What follows belongs to an exercise in optimizing a design on an open flow for small area, a short achievable clock period and few clock cycles per item; a production flow would make more cautious choices. The RTL was checked by simulation tests, not by an equivalence proof against the original design. Power is estimated from default activity; no workload was simulated.

--- flow/run.sh ---
#!/bin/bash
# Standard ORFS layout, step by step. Timing repair before placement runs
# without a setup margin (nets are not yet buffered, so every memory write
# path would look late); from clock tree synthesis on, repair aims for the
# margin below, i.e. a shorter clock period than the design's.
set -euo pipefail
cd "$(dirname "$0")/.."
MARGIN=${MARGIN:-3.5}
bash standard.sh synth                                   > synth.log 2>&1
bash standard.sh floorplan                               > floorplan.log 2>&1
bash standard.sh place                                   > place.log 2>&1
bash standard.sh SETUP_SLACK_MARGIN=$MARGIN cts          > cts.log 2>&1
bash standard.sh SETUP_SLACK_MARGIN=$MARGIN grt          > grt.log 2>&1
bash standard.sh route                                   > route.log 2>&1
bash standard.sh finish                                  > finish.log 2>&1
--- standard.sh ---
#!/bin/bash
# synth_recipe.tcl (not shown) runs the flow's synth.tcl, then flattens the netlist and writes it again
# the make line also repeats each setting of config.mk as NAME=value (left out here)
make -C /OpenROAD-flow-scripts/flow DESIGN_CONFIG=/design/flow/config.mk WORK_HOME=/design/flow/orfs CLKGATE_MAP_FILE= SYNTH_SCRIPT=/design/flow/synth_recipe.tcl "${@:-finish}"
--- config.mk ---
export PLATFORM = sky130hd
export DESIGN_NAME = dhcp_top
export DESIGN_NICKNAME = dhcp_top
export VERILOG_FILES = /design/flow/design.v
export SDC_FILE = /design/flow/constraint.sdc
export NUM_CORES = 4
export LEC_CHECK = 0
export ABC_CLOCK_PERIOD_IN_PS = 3000
export CAP_MARGIN = 20
export CORE_MARGIN = 2
export CORE_UTILIZATION = 50
export CTS_CLUSTER_DIAMETER = 90
export CTS_CLUSTER_SIZE = 25
export PLACE_DENSITY = 0.6
export SLEW_MARGIN = 20
export SYNTH_HIERARCHICAL = 1
export SYNTH_MEMORY_MAX_BITS = 8192
export TNS_END_PERCENT = 5
--- constraint.sdc ---
create_clock -name core_clock -period 7.0 [get_ports {clk}]
set_input_delay 1.4000 -clock core_clock [delete_from_list [all_inputs] [get_ports {clk}]]
set_output_delay 1.4000 -clock core_clock [all_outputs]
set_load 0.01 [all_outputs]
--- design.v ---
package dhcp_pkg;
    localparam int BUF_ADDR_W = 9;                  
    localparam int BUF_BANK_W = 2;                  
    typedef logic [BUF_ADDR_W-1:0] buf_addr_t;
    typedef logic [7:0]            byte_t;
    typedef logic [31:0]           ip_addr_t;
    typedef logic [47:0]           mac_addr_t;
    localparam buf_addr_t PARTIAL_THRESHOLD = 9'd8;   
    localparam buf_addr_t XID_OFFSET        = 9'd4;   
    localparam logic [15:0] DHCP_SERVER_PORT = 16'd67;
    localparam ip_addr_t    BROADCAST_IP     = 32'hFFFF_FFFF;
    localparam int CTRL_ACCEPT_BIT    = 0;          
    localparam int CTRL_TRANSMIT_BIT  = 4;          
    localparam int CTRL_IP_TOGGLE_BIT = 7;          
    typedef enum logic [4:0] {
        REG_CONTROL   = 5'd0,
        REG_BANK      = 5'd1,
        REG_TX_LEN_LO = 5'd2,
        REG_TX_LEN_HI = 5'd3,
        REG_IP0       = 5'd4,
        REG_IP1       = 5'd5,
        REG_IP2       = 5'd6,
        REG_IP3       = 5'd7,
        REG_MAC0      = 5'd8,
        REG_MAC1      = 5'd9,
        REG_MAC2      = 5'd10,
        REG_MAC3      = 5'd11,
        REG_MAC4      = 5'd12,
        REG_MAC5      = 5'd13,
        REG_XID0      = 5'd16,
        REG_XID1      = 5'd17,
        REG_XID2      = 5'd18,
        REG_XID3      = 5'd19
    } reg_addr_e;
    typedef enum logic [1:0] {
        TX_RESULT_NONE     = 2'd0,
        TX_RESULT_ACCEPTED = 2'd1
    } tx_result_e;
    typedef struct packed {
        logic  write_strobe;
        byte_t port_id;                             
        byte_t data;
    } host_bus_t;
    typedef struct packed {
        logic  start;
        byte_t data;
        logic  valid;
        logic  last;
    } udp_rx_t;
    typedef struct packed {
        logic        start;
        byte_t       data;
        logic        valid;
        logic        last;
        buf_addr_t   length;
        ip_addr_t    dst_ip;
        logic [15:0] dst_port;
    } udp_tx_t;
    typedef struct packed {
        logic     accepting;
        logic     partial_done;
        ip_addr_t xid;                              
    } rx_status_t;
endpackage
`timescale 1ns/10ps
module udp_rx_capture (
    input  logic                  clk,
    input  logic                  reset,
    input  dhcp_pkg::udp_rx_t     rx_in,
    input  logic                  accept_cmd,
    input  logic                  transmitting,
    output dhcp_pkg::rx_status_t  rx_status,
    output dhcp_pkg::buf_addr_t   rx_addr,
    output logic                  rx_write,
    output logic                  rx_active,
    output logic                  armed
);
    logic                start_q;           
    logic                start_edge;
    logic                going_to_accept;   
    logic                accepting;
    logic                partial_done;
    dhcp_pkg::ip_addr_t  xid;
    dhcp_pkg::buf_addr_t xid_idx;
    logic                xid_byte;
    assign start_edge      = rx_in.start && !start_q;
    assign going_to_accept = armed && start_edge && !transmitting;
    assign rx_active       = going_to_accept || accepting;
    assign rx_write        = rx_active && rx_in.valid;    
    assign xid_idx  = rx_addr - dhcp_pkg::XID_OFFSET;
    assign xid_byte = (rx_addr >= dhcp_pkg::XID_OFFSET) &&
                      (rx_addr < dhcp_pkg::XID_OFFSET + 9'd4);
    always_ff @(posedge clk) begin
        if (reset) begin
            start_q      <= 1'b0;
            armed        <= 1'b0;
            accepting    <= 1'b0;
            partial_done <= 1'b0;
            rx_addr      <= '0;
            xid          <= '0;
        end else begin
            start_q <= rx_in.start;
            if (accept_cmd)
                armed <= 1'b1;
            else if (start_edge && !transmitting)
                armed <= 1'b0;
            if (going_to_accept && !rx_in.last)
                accepting <= 1'b1;
            else if (accepting && rx_in.last && rx_in.valid)
                accepting <= 1'b0;
            if (!accepting || armed)
                partial_done <= 1'b0;
            else if (rx_addr == dhcp_pkg::PARTIAL_THRESHOLD && rx_in.valid)
                partial_done <= 1'b1;
            if (!rx_active)
                rx_addr <= '0;                             
            else if (rx_in.valid)
                rx_addr <= rx_addr + 9'd1;
            if (rx_write && xid_byte)
                xid[xid_idx[1:0]*8 +: 8] <= rx_in.data;    
        end
    end
    always_comb begin
        rx_status.accepting    = accepting;
        rx_status.partial_done = partial_done;
        rx_status.xid          = xid;
    end
endmodule
`timescale 1ns/10ps
module buf_rd_aoi3 (
    input  logic [2:0]          sel,
    input  dhcp_pkg::byte_t     d0,
    input  dhcp_pkg::byte_t     d1,
    input  dhcp_pkg::byte_t     d2,
    output dhcp_pkg::byte_t     y_n
);
    assign y_n = ~((d0 & {8{sel[0]}}) | (d1 & {8{sel[1]}}) | (d2 & {8{sel[2]}}));
endmodule
module buf_rd_nand1 (
    input  logic                sel,
    input  dhcp_pkg::byte_t     d0,
    output dhcp_pkg::byte_t     y_n
);
    assign y_n = ~(d0 & {8{sel}});
endmodule
module buf_predecode (
    input  logic                  en,
    input  dhcp_pkg::buf_addr_t   addr,
    output logic [15:0]           lo_n,
    output logic [31:0]           hi_n
);
    for (genvar k = 0; k < 16; k++) begin : g_lo
        assign lo_n[k] = !(en && (addr[3:0] == 4'(k)));
    end
    for (genvar k = 0; k < 32; k++) begin : g_hi
        assign hi_n[k] = !(addr[8:4] == 5'(k));
    end
endmodule
module buf_row_gate (
    input  logic [15:0]           lo_n,
    input  logic [31:0]           hi_n,
    output logic [511:0]          row
);
    for (genvar i = 0; i < 512; i++) begin : g
        assign row[i] = !(lo_n[i % 16] || hi_n[i / 16]);
    end
endmodule
module buf_row_decode (
    input  logic                  en,
    input  dhcp_pkg::buf_addr_t   addr,
    output logic [511:0]          row
);
    logic [15:0] lo_n;
    logic [31:0] hi_n;
    buf_predecode pre (
        .en   (en),
        .addr (addr),
        .lo_n (lo_n),
        .hi_n (hi_n)
    );
    buf_row_gate gate (
        .lo_n (lo_n),
        .hi_n (hi_n),
        .row  (row)
    );
endmodule
module buf_rd_decode (
    input  logic                  sel_tx,
    input  dhcp_pkg::buf_addr_t   tx_addr,
    input  dhcp_pkg::buf_addr_t   host_addr,
    output logic [63:0]           row,           
    output logic [7:0]            grp            
);
    logic [3:0]  bk_n;
    logic [15:0] lo_n;
    for (genvar k = 0; k < 4; k++) begin : g_bk
        assign bk_n[k] = !(sel_tx ? (tx_addr[8:7] == 2'(k)) : (host_addr[8:7] == 2'(k)));
    end
    for (genvar k = 0; k < 16; k++) begin : g_lo
        assign lo_n[k] = !(sel_tx ? (tx_addr[3:0] == 4'(k)) : (host_addr[3:0] == 4'(k)));
    end
    for (genvar k = 0; k < 8; k++) begin : g_grp
        assign grp[k] = sel_tx ? (tx_addr[6:4] == 3'(k)) : (host_addr[6:4] == 3'(k));
    end
    for (genvar i = 0; i < 64; i++) begin : g
        assign row[i] = !(bk_n[i / 16] || lo_n[i % 16]);
    end
endmodule
module buf_rd_reduce #(
    parameter int N = 22
) (
    input  logic [N-1:0][7:0]   part_n,
    output dhcp_pkg::byte_t     rd_data
);
    always_comb begin
        rd_data = '0;
        for (int i = 0; i < N; i++)
            rd_data = rd_data | ~part_n[i];
    end
endmodule
module packet_buffer (
    input  logic                  clk,
    input  logic                  wr_en,
    input  dhcp_pkg::buf_addr_t   wr_addr,
    input  dhcp_pkg::byte_t       wr_data,
    input  logic                  rd_load,
    input  logic                  rd_sel_tx,    
    input  dhcp_pkg::buf_addr_t   tx_addr,
    input  dhcp_pkg::buf_addr_t   host_addr,
    output logic [7:0][7:0]       grp_data,     
    output dhcp_pkg::byte_t       rd_data       
);
    localparam int DEPTH = 1 << dhcp_pkg::BUF_ADDR_W;
    logic [DEPTH-1:0]          row_we;
    logic [63:0]               row_rd;
    logic [7:0]                grp;
    logic [7:0]                grp_q;
    logic [DEPTH-1:0][7:0]     q;
    logic [7:0][21:0][7:0]     part_n;
    logic [7:0][7:0]           grp_rd;
    buf_row_decode wr_decode (
        .en   (wr_en),
        .addr (wr_addr),
        .row  (row_we)
    );
    buf_rd_decode rd_decode (
        .sel_tx    (rd_sel_tx),
        .tx_addr   (tx_addr),
        .host_addr (host_addr),
        .row       (row_rd),
        .grp       (grp)
    );
    for (genvar i = 0; i < DEPTH; i++) begin : row
        dhcp_pkg::byte_t mem;
        always_ff @(posedge clk) begin
            if (row_we[i])
                mem <= wr_data;
        end
        assign q[i] = mem;
    end
    for (genvar g = 0; g < 8; g++) begin : grpn
        for (genvar k = 0; k < 21; k++) begin : a3
            buf_rd_aoi3 aoi (
                .sel (row_rd[3*k +: 3]),
                .d0  (q[((3*k)   / 16) * 128 + g * 16 + (3*k)   % 16]),
                .d1  (q[((3*k+1) / 16) * 128 + g * 16 + (3*k+1) % 16]),
                .d2  (q[((3*k+2) / 16) * 128 + g * 16 + (3*k+2) % 16]),
                .y_n (part_n[g][k])
            );
        end
        buf_rd_nand1 a1 (
            .sel (row_rd[63]),
            .d0  (q[3 * 128 + g * 16 + 15]),
            .y_n (part_n[g][21])
        );
        buf_rd_reduce #(.N(22)) reduce (
            .part_n  (part_n[g]),
            .rd_data (grp_rd[g])
        );
    end
    always_ff @(posedge clk) begin
        if (rd_load) begin
            grp_data <= grp_rd;
            grp_q    <= grp;
        end
    end
    always_comb begin
        rd_data = '0;
        for (int g = 0; g < 8; g++)
            rd_data = rd_data | (grp_data[g] & {8{grp_q[g]}});
    end
endmodule
`timescale 1ns/10ps
module host_regs (
    input  logic                               clk,
    input  logic                               reset,
    input  dhcp_pkg::host_bus_t                host,
    input  dhcp_pkg::mac_addr_t                mac_address,
    input  logic                               do_dhcp,
    input  dhcp_pkg::rx_status_t               rx_status,
    input  logic                               armed,
    input  logic                               transmitting,
    input  logic [7:0][7:0]                    grp_data,       
    output logic                               accept_cmd,
    output logic                               transmit_cmd,
    output dhcp_pkg::buf_addr_t                tx_len_p1,      
    output logic [dhcp_pkg::BUF_BANK_W-1:0]    bank,
    output dhcp_pkg::ip_addr_t                 ip_address,
    output logic                               ip_address_valid,
    output dhcp_pkg::byte_t                    rd_data
);
    logic                reg_write;
    logic [4:0]          reg_sel;
    logic                control_write;
    logic                dhcp_seen;        
    dhcp_pkg::byte_t     status;
    dhcp_pkg::byte_t     reg_mux;
    dhcp_pkg::buf_addr_t tx_length;        
    dhcp_pkg::buf_addr_t new_length;
    dhcp_pkg::byte_t     reg_rd_q;
    logic                reg_sel_q;        
    logic [7:0]          grp_sel_q;        
    assign reg_write     = host.write_strobe && !host.port_id[7];
    assign reg_sel       = host.port_id[4:0];     
    assign control_write = reg_write && (reg_sel == dhcp_pkg::REG_CONTROL);
    assign accept_cmd   = control_write && host.data[dhcp_pkg::CTRL_ACCEPT_BIT];
    assign transmit_cmd = control_write && host.data[dhcp_pkg::CTRL_TRANSMIT_BIT];
    assign status = {ip_address_valid, dhcp_seen, 1'b0, transmitting,
                     1'b0, rx_status.partial_done, rx_status.accepting, armed};
    assign tx_length = tx_len_p1 - 9'd1;
    always_comb begin
        new_length = tx_length;
        if (reg_sel == dhcp_pkg::REG_TX_LEN_LO)
            new_length[7:0] = host.data;
        else
            new_length[8]   = host.data[0];         
    end
    always_ff @(posedge clk) begin
        if (reset) begin
            tx_len_p1        <= 9'd1;
            bank             <= '0;
            ip_address       <= '0;
            ip_address_valid <= 1'b0;
            dhcp_seen        <= 1'b0;
        end else begin
            if (do_dhcp)
                dhcp_seen <= 1'b1;
            if (control_write && host.data[dhcp_pkg::CTRL_IP_TOGGLE_BIT])
                ip_address_valid <= ~ip_address_valid;
            if (reg_write) begin
                case (reg_sel)
                    dhcp_pkg::REG_BANK:      bank              <= host.data[dhcp_pkg::BUF_BANK_W-1:0];
                    dhcp_pkg::REG_TX_LEN_LO,
                    dhcp_pkg::REG_TX_LEN_HI: tx_len_p1         <= new_length + 9'd1;
                    dhcp_pkg::REG_IP0:       ip_address[7:0]   <= host.data;
                    dhcp_pkg::REG_IP1:       ip_address[15:8]  <= host.data;
                    dhcp_pkg::REG_IP2:       ip_address[23:16] <= host.data;
                    dhcp_pkg::REG_IP3:       ip_address[31:24] <= host.data;
                    default: ;                                
                endcase
            end
        end
    end
    always_comb begin
        case (reg_sel)
            dhcp_pkg::REG_CONTROL:   reg_mux = status;
            dhcp_pkg::REG_BANK:      reg_mux = {{(8-dhcp_pkg::BUF_BANK_W){1'b0}}, bank};
            dhcp_pkg::REG_TX_LEN_LO: reg_mux = tx_length[7:0];
            dhcp_pkg::REG_TX_LEN_HI: reg_mux = {7'd0, tx_length[8]};
            dhcp_pkg::REG_IP0:       reg_mux = ip_address[7:0];
            dhcp_pkg::REG_IP1:       reg_mux = ip_address[15:8];
            dhcp_pkg::REG_IP2:       reg_mux = ip_address[23:16];
            dhcp_pkg::REG_IP3:       reg_mux = ip_address[31:24];
            dhcp_pkg::REG_MAC0:      reg_mux = mac_address[47:40];
            dhcp_pkg::REG_MAC1:      reg_mux = mac_address[39:32];
            dhcp_pkg::REG_MAC2:      reg_mux = mac_address[31:24];
            dhcp_pkg::REG_MAC3:      reg_mux = mac_address[23:16];
            dhcp_pkg::REG_MAC4:      reg_mux = mac_address[15:8];
            dhcp_pkg::REG_MAC5:      reg_mux = mac_address[7:0];
            dhcp_pkg::REG_XID0:      reg_mux = rx_status.xid[7:0];
            dhcp_pkg::REG_XID1:      reg_mux = rx_status.xid[15:8];
            dhcp_pkg::REG_XID2:      reg_mux = rx_status.xid[23:16];
            dhcp_pkg::REG_XID3:      reg_mux = rx_status.xid[31:24];
            default:                 reg_mux = 8'h00;     
        endcase
    end
    always_ff @(posedge clk) begin
        reg_rd_q  <= reg_mux;
        reg_sel_q <= !host.port_id[7];
        for (int g = 0; g < 8; g++)
            grp_sel_q[g] <= host.port_id[7] && (host.port_id[6:4] == 3'(g));
    end
    always_comb begin
        rd_data = reg_rd_q & {8{reg_sel_q}};
        for (int g = 0; g < 8; g++)
            rd_data = rd_data | (grp_data[g] & {8{grp_sel_q[g]}});
    end
endmodule
`timescale 1ns/10ps
module udp_tx_stream (
    input  logic                  clk,
    input  logic                  reset,
    input  logic                  transmit_cmd,
    input  dhcp_pkg::buf_addr_t   tx_len_p1,      
    input  dhcp_pkg::tx_result_e  tx_result,
    input  logic                  ready,
    input  dhcp_pkg::byte_t       buf_rd_data,    
    output logic                  rd_load,        
    output dhcp_pkg::udp_tx_t     tx_out,
    output dhcp_pkg::buf_addr_t   tx_addr,
    output logic                  transmitting
);
    logic            start_req;    
    logic            reading;      
    logic            valid;
    logic            last;
    logic            stall;        
    dhcp_pkg::buf_addr_t addr_inc;
    logic            fetch_last;
    assign stall      = valid && !ready;
    assign rd_load    = !stall;
    assign addr_inc   = tx_addr + 9'd1;
    assign fetch_last = (addr_inc == tx_len_p1);
    always_ff @(posedge clk) begin
        if (reset) begin
            start_req    <= 1'b0;
            transmitting <= 1'b0;
            reading      <= 1'b0;
            valid        <= 1'b0;
        end else begin
            if (transmit_cmd)
                start_req <= 1'b1;
            else if (start_req && tx_result == dhcp_pkg::TX_RESULT_ACCEPTED)
                start_req <= 1'b0;
            if (transmit_cmd)
                transmitting <= 1'b1;
            else if (valid && ready && last)
                transmitting <= 1'b0;    
            if (transmit_cmd)
                reading <= 1'b1;
            else if (!stall && fetch_last)
                reading <= 1'b0;
            if (!stall)
                valid <= reading;
        end
    end
    always_ff @(posedge clk) begin
        if (transmit_cmd)
            tx_addr <= '0;
        else if (reading && !stall)
            tx_addr <= addr_inc;
        if (!stall)
            last <= fetch_last;
    end
    always_comb begin
        tx_out.start    = start_req;
        tx_out.data     = buf_rd_data;
        tx_out.valid    = valid;
        tx_out.last     = last;
        tx_out.length   = tx_len_p1;
        tx_out.dst_ip   = dhcp_pkg::BROADCAST_IP;
        tx_out.dst_port = dhcp_pkg::DHCP_SERVER_PORT;
    end
endmodule
`timescale 1ns/10ps
module dhcp_top (
    input  logic         clk,
    input  logic         reset,
    input  logic         udp_in_start,
    input  logic [7:0]   udp_in_data,
    input  logic         udp_in_valid,
    input  logic         udp_in_last,
    input  logic         udp_out_ready,
    input  logic [1:0]   udp_out_result,
    output logic         udp_out_start,
    output logic [7:0]   udp_out_data,
    output logic         udp_out_valid,
    output logic         udp_out_last,
    output logic [8:0]   udp_out_length,
    output logic [31:0]  udp_out_dst_ip,
    output logic [15:0]  udp_out_dst_port,
    input  logic         host_write_strobe,
    input  logic [7:0]   host_port_id,
    input  logic [7:0]   host_data,
    output logic [7:0]   host_rd_data,
    input  logic [47:0]  mac_address,
    input  logic         do_dhcp,
    output logic [31:0]  ip_address,
    output logic         ip_address_valid
);
    dhcp_pkg::udp_rx_t                 udp_in;
    dhcp_pkg::udp_tx_t                 udp_out;
    dhcp_pkg::host_bus_t               host;
    dhcp_pkg::tx_result_e              udp_result;
    logic                              accept_cmd;
    logic                              transmit_cmd;
    dhcp_pkg::buf_addr_t               tx_len_p1;
    logic [dhcp_pkg::BUF_BANK_W-1:0]   bank;
    dhcp_pkg::rx_status_t              rx_status;
    dhcp_pkg::buf_addr_t               rx_addr;
    logic                              rx_write;
    logic                              rx_active;
    logic                              armed;
    dhcp_pkg::buf_addr_t               tx_addr;
    logic                              transmitting;
    dhcp_pkg::byte_t                   buf_rd_data;    
    dhcp_pkg::buf_addr_t               host_addr;
    logic                              host_write;
    logic                              wr_en;
    dhcp_pkg::buf_addr_t               wr_addr;
    dhcp_pkg::byte_t                   wr_data;
    logic [7:0][7:0]                   buf_grp_data;
    logic                              tx_rd_load;
    logic                              buf_rd_load;
    assign udp_in.start      = udp_in_start;
    assign udp_in.data       = udp_in_data;
    assign udp_in.valid      = udp_in_valid;
    assign udp_in.last       = udp_in_last;
    assign host.write_strobe = host_write_strobe;
    assign host.port_id      = host_port_id;
    assign host.data         = host_data;
    assign udp_result        = dhcp_pkg::tx_result_e'(udp_out_result);
    assign udp_out_start     = udp_out.start;
    assign udp_out_data      = udp_out.data;
    assign udp_out_valid     = udp_out.valid;
    assign udp_out_last      = udp_out.last;
    assign udp_out_length    = udp_out.length;
    assign udp_out_dst_ip    = udp_out.dst_ip;
    assign udp_out_dst_port  = udp_out.dst_port;
    udp_rx_capture rx_capture_inst (
        .clk          (clk),
        .reset        (reset),
        .rx_in        (udp_in),
        .accept_cmd   (accept_cmd),
        .transmitting (transmitting),
        .rx_status    (rx_status),
        .rx_addr      (rx_addr),
        .rx_write     (rx_write),
        .rx_active    (rx_active),
        .armed        (armed)
    );
    assign host_addr  = {bank, host.port_id[6:0]};
    assign host_write = host.write_strobe && host.port_id[7] && !rx_active && !transmitting;
    assign wr_en      = rx_write || host_write;
    assign wr_addr    = rx_active ? rx_addr : host_addr;
    assign wr_data    = rx_active ? udp_in.data : host.data;
    assign buf_rd_load = !transmitting || tx_rd_load;
    packet_buffer packet_buffer_inst (
        .clk          (clk),
        .wr_en        (wr_en),
        .wr_addr      (wr_addr),
        .wr_data      (wr_data),
        .rd_load      (buf_rd_load),
        .rd_sel_tx    (transmitting),
        .tx_addr      (tx_addr),
        .host_addr    (host_addr),
        .grp_data     (buf_grp_data),
        .rd_data      (buf_rd_data)
    );
    host_regs host_regs_inst (
        .clk              (clk),
        .reset            (reset),
        .host             (host),
        .mac_address      (mac_address),
        .do_dhcp          (do_dhcp),
        .rx_status        (rx_status),
        .armed            (armed),
        .transmitting     (transmitting),
        .grp_data         (buf_grp_data),
        .accept_cmd       (accept_cmd),
        .transmit_cmd     (transmit_cmd),
        .tx_len_p1        (tx_len_p1),
        .bank             (bank),
        .ip_address       (ip_address),
        .ip_address_valid (ip_address_valid),
        .rd_data          (host_rd_data)
    );
    udp_tx_stream tx_stream_inst (
        .clk          (clk),
        .reset        (reset),
        .transmit_cmd (transmit_cmd),
        .tx_len_p1    (tx_len_p1),
        .tx_result    (udp_result),
        .ready        (udp_out_ready),
        .buf_rd_data  (buf_rd_data),
        .rd_load      (tx_rd_load),
        .tx_out       (udp_out),
        .tx_addr      (tx_addr),
        .transmitting (transmitting)
    );
endmodule
==> results of run 1 <==
==> cell type report <==
| cell class | count | share of cell area, % |
|---|---|---|
| timing repair buffer | 616 | 3.97 |
| clock inverter | 18 | 0.167 |
| clock buffer | 231 | 2.97 |
| sequential | 4289 | 73.9 |
| inverter | 19 | 0.0449 |
| tap | 4140 | 3.00 |
| multi-input combinational | 3223 | 15.9 |
| antenna | 16 | 0.0232 |
==> modules after synthesis, one instance, submodules excluded, excerpt <==
module	flops+latches	cell area [µm²]	times used
dhcp_top	0	283	1
udp_tx_stream	14	1390	1
host_regs	62	3990	1
udp_rx_capture	45	1760	1
buf_predecode	0	380	1
buf_rd_decode	0	983	1
buf_row_gate	0	3230	1
buf_rd_nand1	0	35.0	8
buf_rd_aoi3	0	90.1	168
packet_buffer	4168	126000	1
==> cell families (layout without fill, tap and decap cells) <==
logic type               Yosys count  count (layout)  synth area share, %
AND/OR/NAND/NOR                 1480            1483                 4.92
adder cells (fa/ha/maj)            9               9               0.0722
other                              2              64              0.00482
AO/OA/AOI/OAI                   1583            1583                 9.86
multiplexers                      60              60                0.433
flip-flops                      4289            4289                 81.8
XOR/XNOR                          40              40                0.225
buffers and inverters            633             884                 2.66
==> worst max-delay path: cells and delay by family (launching register included) <==
family,cells,cell delay [ns]
DFF,1,0.39
AOI/OAI and AO/OA,2,0.81
and+or+nand+nor,5,1.59
buffers and inverters,5,0.85
==> where the power goes <==
part | internal [mW] | leakage, nW | switching [mW]
clock | 5.33 | 2.64 | 7.69
sequential | 28.2 | 38.6 | 0.0961
combinational | 0.380 | 10.3 | 1.13
==> final timing paths <==
path / depth (start not counted) / to / from / slack, ns
max reg2reg: 12 / packet_buffer_inst.grp_data[24] / tx_stream_inst.transmitting / 2.86
min: 2 / host_regs_inst.ip_address[14] / host_regs_inst.ip_address[14] / 0.49
min reg2reg: 2 / host_regs_inst.ip_address[14] / host_regs_inst.ip_address[14] / 0.49
max: 12 / packet_buffer_inst.grp_data[24] / tx_stream_inst.transmitting / 2.86
==> flip-flops by register name (all words and copies together), names as in the netlist, 8 cells and up <==
| register | count |
|---|---|
| host_regs_inst.ip_address | 32 |
| packet_buffer_inst.grp_q | 8 |
| rx_capture_inst.rx_addr | 9 |
| host_regs_inst.tx_len_p1 | 9 |
| packet_buffer_inst.grp_data | 64 |
| host_regs_inst.reg_rd_q | 8 |
| rx_capture_inst.xid | 32 |
| packet_buffer_inst.row.mem | 4096 |
| host_regs_inst.grp_sel_q | 8 |
| tx_stream_inst.tx_addr | 9 |
==> placed cells by master (no fill, tap or decap), types with 115 or more instances in the layout <==
cell / Yosys / layout
sky130_fd_sc_hd__nor2_4: 1 / 165
sky130_fd_sc_hd__edfxtp_1: 4169 / 4169
sky130_fd_sc_hd__clkbuf_16: 1 / 206
sky130_fd_sc_hd__nand4_1: 345 / 345
sky130_fd_sc_hd__a222oi_1: 1355 / 1355
sky130_fd_sc_hd__buf_4: 74 / 303
sky130_fd_sc_hd__clkdlybuf4s50_1: 0 / 119
sky130_fd_sc_hd__nand2_1: 145 / 117
sky130_fd_sc_hd__nor2_2: 15 / 297
sky130_fd_sc_hd__dfxtp_1: 120 / 115
sky130_fd_sc_hd__nor2_1: 619 / 173
==> timing repair <==
action,in CTS,in global routing
cloned,14,13
buffers inserted,95,65
pin swaps,58,43
hold endpoints to repair,0,0
endpoints found under the setup margin,7491,4606
resized for setup,531,322
==> layer usage <==
metal | wire length [µm] | up-vias
met5 | 152 | -
met4 | 20500 | 20
met3 | 64100 | 728
met2 | 226000 | 6791
met1 | 181000 | 46700
li1 | - | 35700
==> reports/summary.md, run 1 <==
The run finished with no timing, DRC or antenna violations. The number of remaining DRC errors was 0; the standard-cell row count was 205. Global routing used 6.00% of the available met3 tracks.

Routability-driven placement finished with a final weighted congestion of 0.918. The count of boundary I/O pins came out at 191. STA classifies the critical path endpoint as a flip-flop. The design draws 42.8 mW.

The core region area is 0.311 mm², and the fraction of final layout cells sized beyond drive strength 1 is 16.4%. Clock-pin slew was measured on the worst setup and hold paths at 0.11 ns. The pre-antenna-repair detailed-routing pass consisted of 13 iterations. Yosys instantiated no cell more often than sky130_fd_sc_hd__edfxtp_1. Hold timing on the final database bottoms out at a slack of 0.485 ns.

For the hold violation total from the final report, the log shows 0. Setup total negative slack on the finished layout was measured at 0 ns. Type of the most critical hold path: reg2reg. A synthesized cell averages 19.3 µm². Of all cell types, the one taking the most synthesized area is sky130_fd_sc_hd__edfxtp_1. The die footprint came out at 0.316 mm². The largest individual stage delay along the critical path comes from the cell sky130_fd_sc_hd__nor4_4. The sequential cells in the finished layout cover a total of 0.128 mm².

In this run the biggest area consumer among cell types represents 80.3% of the synthesized area. The tree is rooted in a sky130_fd_sc_hd__clkbuf_16. Detailed placement finished with a half-perimeter wire length of 281 mm.

The global router's overall resource usage came out at 29.3%. TritonCTS built the clock tree. The residual antenna-violating net count after detailed routing is 0. The finished cells cover 0.173 mm². For the count of placed standard cells including taps, the log shows 12100. Yosys attributes the largest share of cell area to sky130_fd_sc_hd__edfxtp_1, sky130_fd_sc_hd__a222oi_1, sky130_fd_sc_hd__dfxtp_1, sky130_fd_sc_hd__nor2_1, sky130_fd_sc_hd__nand4_1. For the part of the Yosys area used for sequential elements, the log shows 81.8%. After filler insertion, the fill cell instance count of the layout stands at 23200.

The H-tree generated during clock tree synthesis spans 4 levels. The commonest cells after synthesis are sky130_fd_sc_hd__edfxtp_1, sky130_fd_sc_hd__a222oi_1, sky130_fd_sc_hd__nor2_1, sky130_fd_sc_hd__nand4_1, sky130_fd_sc_hd__clkbuf_2. The number of hold buffers added after CTS was 0; the slew at the pin closest to its max-slew limit was 1.20 ns.

At the placement stage, the worst setup path has a slack of 0.672 ns. In this run the tool buffered the top-level ports with 142 buffer cells. Across the routed clock network, the largest skew measured is 0.0540 ns. In this run the deepest clock path goes through 4 buffers. IR analysis of the VDD net gives a maximum drop of 0.204 mV. The global-route wire length before repair is 655 mm. Traced cell by cell, the critical path runs through buf_6, and3b_2, a31oi_4, buf_6, buf_4, nor3_2, buf_12, a222oi_1, nand4_1, nor4_4, buf_4, nand4_1. The number of global-route vias before repair came out at 83200. CTS saw 4289 sinks.

The async set-reset flop share out of synthesis came out at 0%. Global routing finished with a remaining overflow of 0. The tools report the synthesized cell area as 0.156 mm². The insertion delay of the later-clocked pin in the worst-skew pair came out at 0.96 ns. For this design the static power due to leakage is 51.5 nW.

Post-route non-filler standard cell count: 12600. The tools report the data arrival time of the worst path as 4.78 ns. In this run, synthesis inferred 4169 flip-flops with an integrated enable. Entering global routing, the biggest net connects 187 pins. The tools report the category of the worst setup path launch point as a flip-flop. In this run the power density over the cells is 248 mW/mm².

Based on the critical path, the design can be clocked at up to 0.241 GHz. The most crowded layer after global routing is met2. The final count of negative-setup-slack endpoints is 0. The number of nets in the layout is 8436. The floorplan step set the die width to 562 µm. Global routing consumed, on the met1 layer, 41.4% of the routing resources. The run gives 8096 as the gate count after technology mapping.

Along the worst path, the maximum fanout reaches 64. For this block, the routed nets add up to 492 mm of wire. The shortest period the worst path allows was 4.14 ns; the starting utilization of the core area was 50.1%. Data on the critical path is required at its endpoint by 7.64 ns. In the routed layout, each cell is associated on average with a via count of 7.16. Setup repair after global routing could not meet its margin everywhere.

Most used flip-flop cell after synthesis: sky130_fd_sc_hd__edfxtp_1. Iteration-0 DRC count of the detailed router: 22100. Counting flops and latches in the post-synthesis netlist gives 4289.

In this run the cell area measured after placement is 0.162 mm². The synthesized netlist contains 88 unique library cells. The final critical path takes up 59.2% of the cycle. Max-cap violations in this run came to 0. The die boundary height works out to 562 µm.

During synthesis, Yosys emitted a total of 11 warnings. The critical path in this run is classified as reg2reg. The initial antenna violation count is 27, and the total CTS buffers is 196. The run gives 2.86 ns as the post-layout worst setup margin.

Measured on the finished design, the core utilization comes to 55.5%. The tools report the normalized max-slew margin as 20.3%. Global routing consumed, on the met2 layer, 45.4% of the routing resources. Detailed routing inserted a total of 89900 vias. The multi-input combinational cell area is 0.0275 mm², and the area added between synthesis and finish is 10.8%. Count of pins over their slew limit: 0. Dividing the detail-routed wire length by the instance count gives 39.2 µm. Critical path's largest stage delay: 0.66 ns.
Testbench counts, summed over its fixed seeds: cycles 79,664, tx bytes 35,447.
==> run 2, diff against run 1 <==
--- a/flow/run.sh
+++ b/flow/run.sh
@@ -4,3 +4,4 @@
 # path would look late); from clock tree synthesis on, repair aims for the
-# margin below, i.e. a shorter clock period than the design's.
+# margin below, i.e. a shorter clock period than the design's. Every port
+# is buffered as in the standard flow, with a plain buffer cell.
 set -euo pipefail
@@ -10,3 +11,3 @@
 bash standard.sh floorplan                               > floorplan.log 2>&1
-bash standard.sh place                                   > place.log 2>&1
+bash standard.sh "BUFFER_PORTS_ARGS=-buffer_cell sky130_fd_sc_hd__buf_4" place > place.log 2>&1
 bash standard.sh SETUP_SLACK_MARGIN=$MARGIN cts          > cts.log 2>&1
==> reports/summary.md, run 2 <==
For the worst-skew pair, the clock arrives at the later sink with an insertion delay of 0.96 ns. The count of buffers added on input and output ports is 142. The register ranked first by flip-flop count is packet_buffer_inst.row.mem. Endpoint type of the worst setup path: a flip-flop.

Area added between synthesis and finish: 11.2%. Synthesis handed over a netlist of 8096 instances. For the final database, setup skew stands at 0.0813 ns.

The count of pins over their slew limit is 0, and the largest fanout on the critical path is 16. The fraction of the mapped netlist area in compound gates came out at 9.86%. Before antenna repair, the detailed router went through 14 iterations. The detailed router finished its first iteration with 20500 violations. The share of total power dissipated in the clock network is 30.2%.

Clock tree synthesis inserted a total of 197 buffers. In the final layout, the registers with the most flip-flops are packet_buffer_inst.row.mem: 4096 flops, packet_buffer_inst.grp_data: 64 flops. The wire length reported by the detailed router is 484 mm. Global routing finished with a remaining overflow of 0.

Summing the areas of all xor and xnor instances in the mapped netlist gives 0.225% of the synthesized area. The clock period could shrink to 3.99 ns. Final-layout fill cell count: 23200. The initial antenna violation count came out at 16. The first global-routing pass estimated 657 mm of wire. Once the floorplan was initialized, standard cells occupied 50.1% of the core. Yosys mapped a number of flops with a built-in enable equal to 4169. The async set-reset flop share out of synthesis was 0%.

Setup repair after global routing could not meet its margin everywhere. TritonCTS built the clock tree. The fraction of final layout cells sized beyond drive strength 1 came out at 18.1%.

Data on the critical path arrives at its endpoint at 4.61 ns. The routability congestion estimate was 0.936. In the global route stage, overall resource usage came out at 29.6%. IR analysis of the VDD net gives a maximum drop of 0.211 mV. Setup violations remaining at the end of the flow were counted as 0. For this run, the number of Yosys warnings is 11. The part of the total power dissipated in sequential elements is 66.2%. The analysis attributes to cell leakage a power of 51.8 nW. After synthesis, flip-flops and latches occupy 81.8% of the total area. For the number of nets in the layout, the log shows 8417. Number of remaining DRC errors: 0. The library cell used most frequently in the layout, excluding fill and tap cells, is sky130_fd_sc_hd__edfxtp_1.

The floorplan step defined a core boundary enclosing 0.311 mm². Dividing the final minimum period by the clock period gives 57.0%. For this design the ratio of total power to cell area is 246 mW/mm². In this run the deepest clock path goes through 4 buffers.

The clock transition time at the flip-flop clock pins of the worst setup and hold paths works out to 0.10 ns. Residual antenna-violating net count after detailed routing: 0. Counting every sink on the clock net gives 4289. In this run switching power makes up 20.8% of total power. Summed over all failing endpoints, the final setup total negative slack is 0 ns. STA puts the critical path data required time at 7.62 ns. Number of hold buffers added after CTS: 0.

Net switching power: 8.90 mW. Summing the areas of all fa, ha and maj instances in the mapped netlist gives 0.0722% of the synthesized area. Combinational logic burns 3.6% of the power. Timing would allow up to 0.251 GHz. In this run the count of I/O pins placed on the die edge is 191. The critical path is of the in2reg type. Once detailed placement completed, the half-perimeter wirelength came to 281 mm. Ranked by instance count, the synthesized netlist is headed by sky130_fd_sc_hd__edfxtp_1, sky130_fd_sc_hd__a222oi_1, sky130_fd_sc_hd__nor2_1, sky130_fd_sc_hd__nand4_1, sky130_fd_sc_hd__clkbuf_2.

The width of the die is 562 µm, and the slew at the pin closest to its max-slew limit is 1.25 ns. The synthesized design devotes to its leading area cell type 80.3% of total area. Of the post-synthesis cell area, the part taken by muxes is 0.433%. The number of flip-flops under the largest register name came out at 4096.

Leaving out fill and tap cells, the most frequent cells in the layout are sky130_fd_sc_hd__edfxtp_1, sky130_fd_sc_hd__a222oi_1, sky130_fd_sc_hd__buf_4. The flow ran to the end and the layout has no timing, DRC or antenna violations. Post-synthesis cell type count: 88.

The number of global-route vias before repair was 83400. The die covers 0.316 mm². Among all flip-flop cells after synthesis, the most frequent one is sky130_fd_sc_hd__edfxtp_1.

The most common cell in the synthesized netlist is sky130_fd_sc_hd__edfxtp_1. The worst slack on hold paths was 0.494 ns. The die boundary height works out to 562 µm. By area the synthesized netlist is led by sky130_fd_sc_hd__edfxtp_1, sky130_fd_sc_hd__a222oi_1, sky130_fd_sc_hd__dfxtp_1, sky130_fd_sc_hd__nor2_1, sky130_fd_sc_hd__nand4_1. Hold violation total from the final report: 0. Max-cap violations in this run came to 0.

Summing every instance area after synthesis gives 0.156 mm². Post-synthesis average cell area: 19.3 µm². sky130_fd_sc_hd__edfxtp_1 takes more of the synthesized area than any other cell. Internal power component: 33.8 mW. In the final routed layout, each cell accounts on average for 38.6 µm. Dividing the detail-routed via count by the number of cells gives 7.14. The tightest min-delay check is of the reg2reg type.

The combinational family with the most area after synthesis is compound AO/OA/AOI/OAI gates. The total via count in the routed design is 89300, and the maximum number of pins on one net before global-route repair is 149. The floorplan has 205 rows.

The final core area utilization was 55.7%; the count of state elements after synthesis was 4289. In this run the tightest slew margin relative to its limit is 16.5%. Clock root buffer: sky130_fd_sc_hd__clkbuf_16. The number of levels in the clock H-tree was 4; the post-synthesis share of cell area spent on and, or, nand and nor gates was 4.92%. Category of the worst setup path launch point: a primary input.
run 2: cell count changes in the layout (fill, tap and decap cells not counted), moves of 14 or more:
cell / previous run / this run
sky130_fd_sc_hd__nor2_4: 165 / 246
sky130_fd_sc_hd__nor4_4: 4 / 25
sky130_fd_sc_hd__buf_4: 303 / 385
sky130_fd_sc_hd__nor4_2: 30 / 9
sky130_fd_sc_hd__nor2_1: 173 / 151
sky130_fd_sc_hd__nor2_2: 297 / 238
sky130_fd_sc_hd__clkdlybuf4s50_1: 119 / 0
sky130_fd_sc_hd__dlymetal6s2s_1: 14 / 0
run 2: stage by stage:
| stage | total power [mW] | instance area [µm²] | setup slack, ns | std cells |
|---|---|---|---|---|
| after global placement | 30.2 | 161000 | 1.00 | 12100 |
| after global routing | 43.7 | 173000 | 3.08 | 12500 |
| final | 42.7 | 173000 | 3.01 | 12500 |
| after floorplan | 29.4 | 156000 | 0.694 | 8142 |
| after detailed placement | 30.2 | 162000 | 1.07 | 12100 |
| after CTS | 42.8 | 171000 | 2.90 | 12500 |
run 2: cell families (layout without fill, tap and decap cells):
kind of cell,after synthesis,in the layout
compound gates,1583,1583
xor+xnor,40,40
fa+ha+maj,9,9
buf+inv,633,858
flops,4289,4289
mux,60,60
other cells,2,52
simple gates,1480,1482
run 2: path summary, 6_finish.rpt:
path | cells past startpoint | slack, ns | startpoint | endpoint
hold reg to reg | 2 | 0.49 | host_regs_inst.ip_address[8] | host_regs_inst.ip_address[8]
hold / removal | 2 | 0.49 | host_regs_inst.ip_address[8] | host_regs_inst.ip_address[8]
setup reg to reg | 16 | 3.02 | tx_stream_inst.transmitting | packet_buffer_inst.grp_data[7]
setup / recovery | 10 | 3.01 | udp_in_start | packet_buffer_inst.row[70].mem[3]
run 2: layout make-up:
type	count	area, µm²	share of cell area [%]
repair buffers	597	7010	4.05
clock buffers	222	5070	2.92
diodes	4	10.0	0.00577
clock inverters	20	292	0.168
well taps	4140	5180	2.99
flip-flops and latches	4289	128000	73.6
inverters	19	77.6	0.0447
multi-input cells	3222	28200	16.2
run 2: power groups by stage:
stage	Sequential, mW	Combinational (mW)	Clock, mW
after CTS	28.3	1.46	13.0
after floorplan	28.9	0.583	0
after detailed placement	28.9	1.33	0
after global routing	28.3	1.56	13.9
after global placement	28.9	1.31	0
final	28.3	1.53	12.9
run 2: critical path, cell delays in order:
cell                         delay, ns
sky130_fd_sc_hd__buf_4            0.14
sky130_fd_sc_hd__nand4bb_4        0.10
sky130_fd_sc_hd__and2_1           0.27
sky130_fd_sc_hd__clkinvlp_4       0.19
sky130_fd_sc_hd__buf_4            0.19
sky130_fd_sc_hd__mux2_2           0.37
sky130_fd_sc_hd__nor3b_2          0.51
sky130_fd_sc_hd__buf_4            0.29
sky130_fd_sc_hd__nand2_2          0.55
sky130_fd_sc_hd__nor2_4           0.56
run 2: layer usage:
metal | routed length [µm] | global-route usage (%)
met2 | 220000 | 44.8
met1 | 177000 | 41.6
met5 | 67 | 0
met4 | 25600 | 13.3
met3 | 61000 | 6.05
run 2: per-module statistics from Yosys, one instance, submodules excluded, a selection:
module,times used,flops+latches,area [µm²],cells
host_regs,1,62,3990,487
udp_rx_capture,1,45,1760,159
udp_tx_stream,1,14,1390,176
buf_rd_decode,1,0,983,137
dhcp_top,1,0,283,22
buf_rd_nand1,8,0,35.0,9
run 2: timing repair:
action | CTS | global route
setup buffers | 137 | 29
gates cloned | 34 | 2
endpoints found under the setup margin | 4400 | 5000
pin swaps | 165 | 16
gates resized for setup | 609 | 410
==> run 3, diff against run 2 <==
--- a/design.v
+++ b/design.v
@@ -208,13 +208,33 @@
 endmodule
-module buf_rd_reduce #(
-    parameter int N = 22
-) (
-    input  logic [N-1:0][7:0]   part_n,
-    output dhcp_pkg::byte_t     rd_data
+module buf_rd_or_a (
+    input  logic [21:0][7:0]    part_n,
+    output logic [5:0][7:0]     or_a
 );
-    always_comb begin
-        rd_data = '0;
-        for (int i = 0; i < N; i++)
-            rd_data = rd_data | ~part_n[i];
+    for (genvar j = 0; j < 5; j++) begin : g4
+        assign or_a[j] = ~(part_n[4*j] & part_n[4*j+1] & part_n[4*j+2] & part_n[4*j+3]);
     end
+    assign or_a[5] = ~(part_n[20] & part_n[21]);
+endmodule
+module buf_rd_or_b (
+    input  logic [5:0][7:0]     or_a,
+    output logic [1:0][7:0]     or_b_n
+);
+    assign or_b_n[0] = ~(or_a[0] | or_a[1] | or_a[2]);
+    assign or_b_n[1] = ~(or_a[3] | or_a[4] | or_a[5]);
+endmodule
+module buf_rd_reduce (
+    input  logic [21:0][7:0]    part_n,
+    output dhcp_pkg::byte_t     rd_data
+);
+    logic [5:0][7:0] or_a;
+    logic [1:0][7:0] or_b_n;
+    buf_rd_or_a la (
+        .part_n (part_n),
+        .or_a   (or_a)
+    );
+    buf_rd_or_b lb (
+        .or_a   (or_a),
+        .or_b_n (or_b_n)
+    );
+    assign rd_data = ~(or_b_n[0] & or_b_n[1]);
 endmodule
@@ -275,3 +295,3 @@
         );
-        buf_rd_reduce #(.N(22)) reduce (
+        buf_rd_reduce reduce (
             .part_n  (part_n[g]),
@@ -408,2 +428,3 @@
     output logic                  rd_load,        
+    output logic                  reading,        
     output dhcp_pkg::udp_tx_t     tx_out,
@@ -413,3 +434,2 @@
     logic            start_req;    
-    logic            reading;      
     logic            valid;
@@ -514,2 +534,3 @@
     logic                              buf_rd_load;
+    logic                              tx_reading;
     assign udp_in.start      = udp_in_start;
@@ -553,3 +574,3 @@
         .rd_load      (buf_rd_load),
-        .rd_sel_tx    (transmitting),
+        .rd_sel_tx    (tx_reading),
         .tx_addr      (tx_addr),
@@ -586,2 +607,3 @@
         .rd_load      (tx_rd_load),
+        .reading      (tx_reading),
         .tx_out       (udp_out),
--- a/flow/run.sh
+++ b/flow/run.sh
@@ -4,4 +4,3 @@
 # path would look late); from clock tree synthesis on, repair aims for the
-# margin below, i.e. a shorter clock period than the design's. Every port
-# is buffered as in the standard flow, with a plain buffer cell.
+# margin below, i.e. a shorter clock period than the design's.
 set -euo pipefail
@@ -11,3 +10,3 @@
 bash standard.sh floorplan                               > floorplan.log 2>&1
-bash standard.sh "BUFFER_PORTS_ARGS=-buffer_cell sky130_fd_sc_hd__buf_4" place > place.log 2>&1
+bash standard.sh place                                   > place.log 2>&1
 bash standard.sh SETUP_SLACK_MARGIN=$MARGIN cts          > cts.log 2>&1
--- a/config.mk
+++ b/config.mk
@@ -10,6 +10,6 @@
 export CORE_MARGIN = 2
-export CORE_UTILIZATION = 50
-export CTS_CLUSTER_DIAMETER = 90
-export CTS_CLUSTER_SIZE = 25
-export PLACE_DENSITY = 0.6
+export CORE_UTILIZATION = 40
+export CTS_CLUSTER_DIAMETER = 100
+export CTS_CLUSTER_SIZE = 30
+export PLACE_DENSITY = 0.5
 export SLEW_MARGIN = 20
==> reports/summary.md, run 3 <==
The leakage power is 51.4 nW, and the gate count after technology mapping is 8231. In the final layout, the registers with the most flip-flops are packet_buffer_inst.row.mem: 4096 flops, packet_buffer_inst.grp_data: 64 flops. Measured against its own limit, the worst slew margin works out to 14.7%. The endpoint required time on the critical path was 5.60 ns.

STA classifies the critical path startpoint as a flip-flop. For this configuration, the core starts out at a cell density of 40.2%. At the worst endpoint, the arrival time is 2.83 ns.

The logs give 0 for the number of remaining DRC errors and 0 for the final count of negative-setup-slack endpoints. The tools report the reg-to-reg critical path endpoint as packet_buffer_inst.grp_data[45]. During placement, the flow inserted port buffers numbering 142.

The detailed-route wire length per cell was 35.8 µm. The clock root buffer is sky130_fd_sc_hd__clkbuf_16. The post-synthesis average cell area is 19.0 µm². In the synthesized netlist, the cells that appear most often are sky130_fd_sc_hd__edfxtp_1, sky130_fd_sc_hd__a222oi_1, sky130_fd_sc_hd__nor2_1, sky130_fd_sc_hd__nand4_1, sky130_fd_sc_hd__clkbuf_2. The iteration-0 DRC count of the detailed router came out at 17900. Count of pins over their slew limit: 0. The core region is 0.390 mm². Power spread over the standard cell area amounts to 244 mW/mm². The run gives 0 as the final global-route overflow total. Leaving out fill and tap cells, the most frequent cell in the layout is sky130_fd_sc_hd__edfxtp_1. Of all flip-flops after synthesis, the portion carrying an async set or reset was 0%.

IR analysis of the VDD net gives a maximum drop of 0.192 mV. The fraction of power consumed by combinational cells came out at 3.5%. The run gives 33300 as the final-layout fill cell count. Leaving out fill and tap cells, the most frequent cells in the layout are sky130_fd_sc_hd__edfxtp_1, sky130_fd_sc_hd__a222oi_1, sky130_fd_sc_hd__nor2_1.

The logs give 136 for the maximum number of pins on one net before global-route repair and 4 for the worst-case clock buffer depth. The number of global-route vias before repair came out at 82700. In this run the worst hold path is classified as reg2reg.

The depth of the worst register-to-register path is 10. The run gives 0 as the count of max-cap constraint violations. The most critical setup path has its endpoint at udp_out_data[2]. The number of buffer and inverter stages on the critical path works out to 1. The number of clock sinks was 4289. sky130_fd_sc_hd__edfxtp_1 is the most common cell in the netlist. The first global-routing pass estimated 664 mm of wire.

Clock latency on the worst-skew pair, taken at its later pin, is 0.96 ns. The startpoint of the most critical register-to-register path is tx_stream_inst.reading. The share of synthesized area in the top cell type comes to 79.9%. The tools report the number of nets in the layout as 8433. Most used flip-flop cell after synthesis: sky130_fd_sc_hd__edfxtp_1. Hold violation total from the final report: 0. Ranked by total cell area, the synthesized netlist is headed by sky130_fd_sc_hd__edfxtp_1, sky130_fd_sc_hd__a222oi_1, sky130_fd_sc_hd__dfxtp_1, sky130_fd_sc_hd__nor2_1, sky130_fd_sc_hd__nand4_1. Relative to the synthesized area, the layout overhead comes to 9.63%.

The completed layout was analyzed and its total power is 42.0 mW. The die footprint was 0.397 mm²; the worst clock skew was 0.0622 ns. Of the synthesized area, sequential elements account for 81.4%. Of all nets on the critical path, the largest fanout is 7. In the routed layout, each cell is associated on average with a via count of 6.44. Synthesis instantiated 92 different standard cells from the library.

Including well taps, the total number of placed cells is 13200. The register with the most flip-flops in the layout has 4096 of them. Counting instances, the worst hold path has a depth of 2. The number of clock buffers added by TritonCTS is 169. Cells with a size suffix above 1 make up 12.9% of the layout. The critical path is of the reg2out type. The fraction of power consumed by the clock network was 29.1%. The flow ran to the end and the layout has no timing, DRC or antenna violations. The count of cells in the finished layout, fillers not included, comes to 13600.

The count of state elements after synthesis is 4289, and the net switching power is 8.78 mW. For the pin with the worst max-slew slack, the measured transition is 1.28 ns. The first TritonRoute pass finished after 12 iterations. The most critical setup path has its startpoint at packet_buffer_inst.grp_q[0]. The final period utilization works out to 60.4%.

For the global router's overall resource usage, the log shows 23.6%. At the end of routability-driven placement, the weighted congestion stood at 0.904. The largest individual stage delay along the critical path comes from the cell sky130_fd_sc_hd__clkdlybuf4s50_1.

The worst setup path is captured at an output pin. The largest area contributor in the synthesized netlist was sky130_fd_sc_hd__edfxtp_1. The tools report the wire length reported by the detailed router as 487 mm. For the number of levels in the clock H-tree, the log shows 4. The count of boundary I/O pins came out at 191.

packet_buffer_inst.row.mem holds more flip-flops than any other register. Measured along the x axis, the die boundary spans 630 µm. The largest delay contributor family on the critical path was buffers and inverters.

The residual antenna-violating net count after detailed routing is 0, and the critical path's largest stage delay is 0.75 ns. The setup check on the worst reg-to-reg path leaves a slack of 3.06 ns. The total via count in the routed design came out at 87500. From bottom edge to top edge, the die measures 630 µm. The tools report the half-perimeter wire length after detailed placement as 293 mm.

Traced cell by cell, the critical path runs through a22oi_1, nand4_1, clkdlybuf4s50_1. Row generation in the floorplan step produced 229 rows. The critical path runs through a total of 3 cells.

The clock period could shrink to 4.23 ns. Setup repair after global routing could not meet its margin everywhere. The internal power component is 33.2 mW.

The cell area that synthesis handed to floorplanning was 0.157 mm². Part of the total power dissipated in sequential elements: 67.4%. Fraction of power spent switching nets: 20.9%. The run gives 0 as the number of hold buffers added after CTS.

TritonCTS built the clock tree. Yosys printed 10 warnings. The clock transition time at the flip-flop clock pins of the worst setup and hold paths was 0.11 ns; the initial antenna violation count was 22. Timing would allow up to 0.237 GHz. Yosys mapped a number of flops with a built-in enable equal to 4169.
run 3: kinds of logic after synthesis:
logic type               after synthesis  synth area share [%]
AND/OR/NAND/NOR                     1615                  5.45
multiplexers                          40                 0.295
AO/OA/AOI/OAI                       1601                  9.92
flip-flops                          4289                  81.4
buffers and inverters                634                  2.62
other                                  2               0.00479
adder cells (fa/ha/maj)                9                0.0719
XOR/XNOR                              41                 0.229
run 3: routing by layer:
metal,wire length (µm),global-route usage (%)
met4,15400,6.77
met5,12,0
met1,198000,33.7
met2,229000,37.7
met3,43900,3.16
run 3: area by class of cell:
class	count	area, µm²	share of cell area (%)
tap	5197	6500	3.78
antenna	10	25.0	0.0146
clock inverter	24	258	0.150
clock buffer	189	4470	2.60
timing repair buffer	504	5890	3.43
multi-input combinational	3357	27000	15.7
inverter	21	85.1	0.0495
sequential	4289	128000	74.3
run 3: worst min path at each step:
stage,start,to,slack (ns)
2_1_floorplan,host_regs_inst.dhcp_seen,host_regs_inst.dhcp_seen,0.44
3_3_place_gp,host_regs_inst.ip_address[23],host_regs_inst.ip_address[23],0.46
3_5_place_dp,host_regs_inst.ip_address[22],host_regs_inst.ip_address[22],0.47
4_1_cts,host_regs_inst.ip_address[22],host_regs_inst.ip_address[22],0.49
5_1_grt,rx_capture_inst.xid[20],rx_capture_inst.xid[20],0.52
6_report,host_regs_inst.ip_address[22],host_regs_inst.ip_address[22],0.49
run 3: power groups by stage:
stage / Sequential (mW) / Clock, mW / Combinational [mW]
4_1_cts: 28.3 / 12.5 / 1.45
6_report: 28.3 / 12.2 / 1.48
3_3_place_gp: 28.9 / 0 / 1.37
2_1_floorplan: 28.9 / 0 / 0.602
5_1_grt: 28.3 / 13.3 / 1.53
3_5_place_dp: 28.9 / 0 / 1.39
run 3: worst reg2reg max path: cells and delay by family (launching register included):
family	cells	cell delay (ns)
AOI/OAI and AO/OA	2	0.83
and+or+nand+nor	4	1.20
DFF	1	0.42
buffers and inverters	4	1.19
run 3: timing repair:
action / in CTS / in global routing
buffers inserted: 87 / 20
endpoints found under the setup margin: 7715 / 6407
hold endpoints to repair: 0 / 0
gates cloned: 14 / 2
pin swaps: 52 / 20
gates resized for setup: 288 / 195
run 3: Yosys stat by module, one instance, submodules excluded, a selection:
module	flops+latches	copies in the design	cells	area [µm²]
buf_row_gate	0	1	624	3230
buf_rd_aoi3	0	168	10	90.1
buf_rd_or_b	0	8	16	160
udp_rx_capture	45	1	159	1760
dhcp_top	0	1	22	283
udp_tx_stream	14	1	179	1440
run 3: per-stage QoR:
stage	utilization, %	cell area (µm²)	worst slack, ns	TNS, ns	hold WS [ns]
global placement	42.1	164000	-0.198	-14.01	0.463
floorplan	-	157000	0.694	0	0.439
global route	44.1	172000	2.74	0	0.522
finish	44.1	172000	2.77	0	0.488
CTS	43.9	171000	2.20	0	0.485
detailed placement	42.1	164000	0.895	0	0.470
Testbench counts of run 3, summed over its fixed seeds: cycles 79,664, tx bytes 35,447.
==> run 4, diff against run 3 <==
--- a/config.mk
+++ b/config.mk
@@ -10,6 +10,6 @@
 export CORE_MARGIN = 2
-export CORE_UTILIZATION = 40
-export CTS_CLUSTER_DIAMETER = 100
-export CTS_CLUSTER_SIZE = 30
-export PLACE_DENSITY = 0.5
+export CORE_UTILIZATION = 50
+export CTS_CLUSTER_DIAMETER = 90
+export CTS_CLUSTER_SIZE = 25
+export PLACE_DENSITY = 0.6
 export SLEW_MARGIN = 20
==> reports/summary.md, run 4 <==
Fraction of power consumed by the clock network: 30.1%. The die covers 0.318 mm². Counting instances in the post-synthesis netlist gives the leading cell types as sky130_fd_sc_hd__edfxtp_1, sky130_fd_sc_hd__a222oi_1, sky130_fd_sc_hd__nor2_1, sky130_fd_sc_hd__nand4_1, sky130_fd_sc_hd__clkbuf_2. The half-perimeter wire length after detailed placement was 275 mm.

The count of buffers added on input and output ports is 142. The detailed-route wire length per cell was 37.1 µm. Data arrives at the worst endpoint at 4.67 ns.

The detail route stage leaves a number of antenna-violating nets equal to 0. The area added between synthesis and finish was 10.0%. The fraction of final layout cells sized beyond drive strength 1 works out to 16.3%. Summed over all instances, the cell type with the most area after synthesis is sky130_fd_sc_hd__edfxtp_1. In the layout the commonest cells are sky130_fd_sc_hd__edfxtp_1, sky130_fd_sc_hd__a222oi_1, sky130_fd_sc_hd__nand4_1.

The leakage power was 51.7 nW; the insertion delay of the later-clocked pin in the worst-skew pair was 0.93 ns. Number of flip-flops under the largest register name: 4096. The type of the setup path with the least slack is in2reg. Across the whole layout, storage elements account for 0.128 mm².

The total overflow left after global routing is 0. Measured against its own limit, the worst slew margin works out to 23.2%. The run finished with no timing, DRC or antenna violations. Fill cells in the final layout number 23800. TritonCTS built the clock tree. The final period utilization was 57.7%.

CTS built an H-tree with a depth of 4. The tools report the endpoint required time on the critical path as 7.64 ns. Yosys mapped a number of flops with a built-in enable equal to 4169. After detailed routing, the wire length on met1 is 176 mm. The part of the Yosys area used for sequential elements was 81.4%. Setup repair after global routing could not meet its margin everywhere. The via-per-instance ratio is 7.06. Wire segments on met3 add up to 53.4 mm in the final route. The post-synthesis cell type count came out at 92.

After technology mapping, the gate count stands at 8231. The maximum number of pins on one net before global-route repair is 152. Setup violations remaining at the end of the flow were counted as 0. In the synthesized netlist the async set-or-reset flop fraction comes to 0%.

Across the run, the number of max-cap violations was 0. Combinational logic burns 3.4% of the power. The most common cell in the synthesized netlist is sky130_fd_sc_hd__edfxtp_1. After the last flow step, the layout net total stands at 8431.

Net switching is 20.5% of the power. The tools report the initial antenna violation count as 15. The die boundary height was 564 µm; the number of remaining DRC errors was 0. The run gives 83300 as the number of global-route vias before repair. The post-layout worst setup margin came out at 2.96 ns. The tools report the startpoint of the most critical setup path as host_port_id[2]. At the end of routability-driven placement, the weighted congestion stood at 0.940. The most used flip-flop cell after synthesis was sky130_fd_sc_hd__edfxtp_1.

Per report_power, the sequential group accounts for 66.5% of the total. Dividing total power by cell area gives a power density of 247 mW/mm². The standard-cell row count was 205; the post-synthesis average cell area was 19.0 µm². The starting utilization of the core area is 50.2%, and the total via count in the routed design is 88500. In this run the count of I/O pins placed on the die edge is 191.

The hold violation total from the final report is 0, and the met2 routed wirelength is 218 mm. For the number of warning messages in the yosys log, the log shows 10. Prior to clock tree synthesis, the placed netlist has a worst setup slack of 0.662 ns.

Iteration-0 DRC count of the detailed router: 19800. The worst path in the final design needs a cycle of 4.04 ns, including I/O delays and setup. At the pin with the least slew margin, the transition time is 1.15 ns. For the number of clock sinks, the log shows 4289.

The share of the synthesized area in the top cell type was 79.9%; the net switching power was 8.71 mW. The first TritonRoute pass finished after 14 iterations. The internal portion of the total power is 33.9 mW. Leaving out fill and tap cells, the most frequent cell in the layout is sky130_fd_sc_hd__edfxtp_1. The worst hold path startpoint was host_regs_inst.ip_address[2]. The global router's overall resource usage came out at 28.1%. IR analysis of the VDD net gives a maximum drop of 0.201 mV.

The maximum frequency from static timing analysis was 0.248 GHz. By area the synthesized netlist is led by sky130_fd_sc_hd__edfxtp_1, sky130_fd_sc_hd__a222oi_1, sky130_fd_sc_hd__dfxtp_1, sky130_fd_sc_hd__nor2_1, sky130_fd_sc_hd__nand4_1. The count of pins over their slew limit was 0; the global-route wire length before repair was 635 mm.

The wire length reported by the detailed router was 464 mm; the core region area was 0.312 mm². The logs give 0.157 mm² for the synthesized cell area and 0.0692 ns for the worst clock skew. Setup TNS: 0 ns.

The tools report the startpoint of the most critical register-to-register path as tx_stream_inst.tx_addr[1]. The count of state elements after synthesis came out at 4289. Total CTS buffers: 199. The register ranked first by flip-flop count is packet_buffer_inst.row.mem.

Clock tree synthesis selected as its root buffer the cell sky130_fd_sc_hd__clkbuf_16. No sink is reached through more buffers than the 4 on the longest clock path. The largest registers in the layout are packet_buffer_inst.row.mem: 4096 flops, packet_buffer_inst.grp_data: 64 flops. The floorplan step set the die width to 564 µm. Type of the most critical hold path: reg2reg. STA classifies the critical path endpoint as a flip-flop. The tools report the multi-input combinational cell area as 0.0291 mm². The worst setup path is launched from a primary input. After detailed routing, no signal wire sits above met5.

Clock-pin slew was measured on the worst setup and hold paths at 0.10 ns. The largest fanout on the critical path was 42.
run 4: changes by cell type in the layout (fill, tap and decap cells not counted), moves of 5 or more:
cell and change:
sky130_fd_sc_hd__dlymetal6s2s_1 +7, sky130_fd_sc_hd__nor3_4 +12, sky130_fd_sc_hd__nor2_4 +215, sky130_fd_sc_hd__bufbuf_16 -9, sky130_fd_sc_hd__nor3_2 -11, sky130_fd_sc_hd__buf_12 -33
sky130_fd_sc_hd__nand2_2 -14, sky130_fd_sc_hd__clkbuf_16 +29, sky130_fd_sc_hd__clkinv_2 -5, sky130_fd_sc_hd__nand2_4 +18, sky130_fd_sc_hd__nor2_1 -307, sky130_fd_sc_hd__nor2_2 +91
sky130_fd_sc_hd__buf_4 +7, sky130_fd_sc_hd__clkbuf_1 +23
run 4: worst paths after layout:
path	end	slack, ns	cells after the start
setup / recovery	packet_buffer_inst.grp_data[35]	2.96	11
hold / removal	host_regs_inst.ip_address[2]	0.49	2
setup reg to reg	packet_buffer_inst.grp_data[35]	3.06	10
hold reg to reg	host_regs_inst.ip_address[2]	0.49	2
run 4: worst max-delay path: stages:
cell and delay (ns):
sky130_fd_sc_hd__buf_4 0.18, sky130_fd_sc_hd__and3b_1 0.21, sky130_fd_sc_hd__a31oi_2 0.18, sky130_fd_sc_hd__buf_8 0.25, sky130_fd_sc_hd__nor3_2 0.06, sky130_fd_sc_hd__buf_4 0.29, sky130_fd_sc_hd__buf_6 0.29, sky130_fd_sc_hd__a222oi_1 0.56
sky130_fd_sc_hd__nand4_1 0.63, sky130_fd_sc_hd__nor3_4 0.40, sky130_fd_sc_hd__nand2_1 0.11
run 4: layout make-up:
class                           count  share of cell area (%)
Clock inverter                     10                  0.0762
Timing Repair Buffer              470                    2.95
Inverter                           21                  0.0493
Tap cell                         4140                    3.00
Multi-Input combinational cell   3359                    16.9
Antenna cell                        8                  0.0116
Clock buffer                      237                    3.02
Sequential cell                  4289                    74.0
run 4: per-module statistics from Yosys (local to each module, per instance), a selection:
module          cell area (µm²)  times used  flops+latches
packet_buffer            126000           1           4168
host_regs                  3950           1             62
buf_row_gate               3230           1              0
udp_rx_capture             1760           1             45
udp_tx_stream              1440           1             14
buf_rd_decode               983           1              0
buf_predecode               380           1              0
dhcp_top                    283           1              0
buf_rd_or_a                 280           8              0
buf_rd_or_b                 160           8              0
buf_rd_aoi3                90.1         168              0
buf_rd_nand1               35.0           8              0
buf_rd_reduce              30.0           8              0
run 4: cells by family (layout without fill, tap and decap cells):
logic type	after synthesis	in the layout	share of synthesized area (%)
DFF	4289	4289	81.4
and+or+nand+nor	1615	1620	5.45
AOI/OAI and AO/OA	1601	1601	9.92
buffers and inverters	634	738	2.62
xor gates and xnor gates	41	41	0.229
muxes	40	40	0.295
adders and majority gates	9	9	0.0719
other	2	56	0.00479
run 4: per-layer routing:
metal  up-vias  track usage (%)
li1      35800                -
met1     46100             39.9
met2      5959             44.0
met3       655             5.59
met4         6             9.28
met5         -                0
run 4: metrics by stage:
step	hold WS (ns)	std cells	cell area (µm²)	utilization, %	power [mW]
finish	0.491	12500	172000	55.3	42.6
global placement	0.457	12100	162000	51.9	30.2
detailed placement	0.467	12100	162000	51.9	30.2
floorplan	0.439	8277	157000	-	29.5
CTS	0.490	12500	169000	54.3	42.6
global route	0.503	12500	172000	55.3	43.6
run 4: power by group through the flow:
stage	logic, mW	registers [mW]	clock network [mW]
floorplan	0.602	28.9	0
global placement	1.25	28.9	0
detailed placement	1.28	28.9	0
CTS	1.33	28.3	13.0
global route	1.51	28.3	13.8
finish	1.46	28.3	12.8
run 4: repair_timing:
action	CTS	global route
pin swaps	43	45
setup endpoints to repair	7579	4320
buffers inserted	62	55
gates cloned	5	7
hold buffers	0	0
hold endpoints to repair	0	0
gates resized for setup	405	619

-- static timing again, ports no longer ideal --
No port has a modelled driver above. Below, the same layouts with a new extraction and two added sets of constraints. Step 1: set_driving_cell puts a clkbuf_16 on clk and a buf_2 on each other input, an assumption about the parent block. Step 2 also shifts input and output timing later by t, the mid clock arrival at the registers, as if the neighbouring blocks saw the same clock. Three values: no drivers, after step 1, after step 2; two values: the first two.
| run | t (ns) | slack for setup (ns) | worst setup path at the end | worst slew at a driven data input, ns | cell pins on the clock port's net |
|---|---|---|---|---|---|
| run 1 | 1.039 | 2.857 / 2.857 / 1.943 | input to register | 0.16 | 1 |
| run 2 | 1.032 | 3.013 / 3.023 / 2.062 | input to register | 0.15 | 1 |
| run 3 | 1.023 | 2.774 / 2.682 / 1.974 | input to register | 0.17 | 1 |
| run 4 | 1.006 | 2.961 / 2.878 / 2.021 | input to register | 0.14 | 1 |
After both steps every run listed still meets setup and hold. The setup slack of run 2, which loses most, moves by +0.010 ns with the drivers and by -0.951 ns with both steps.
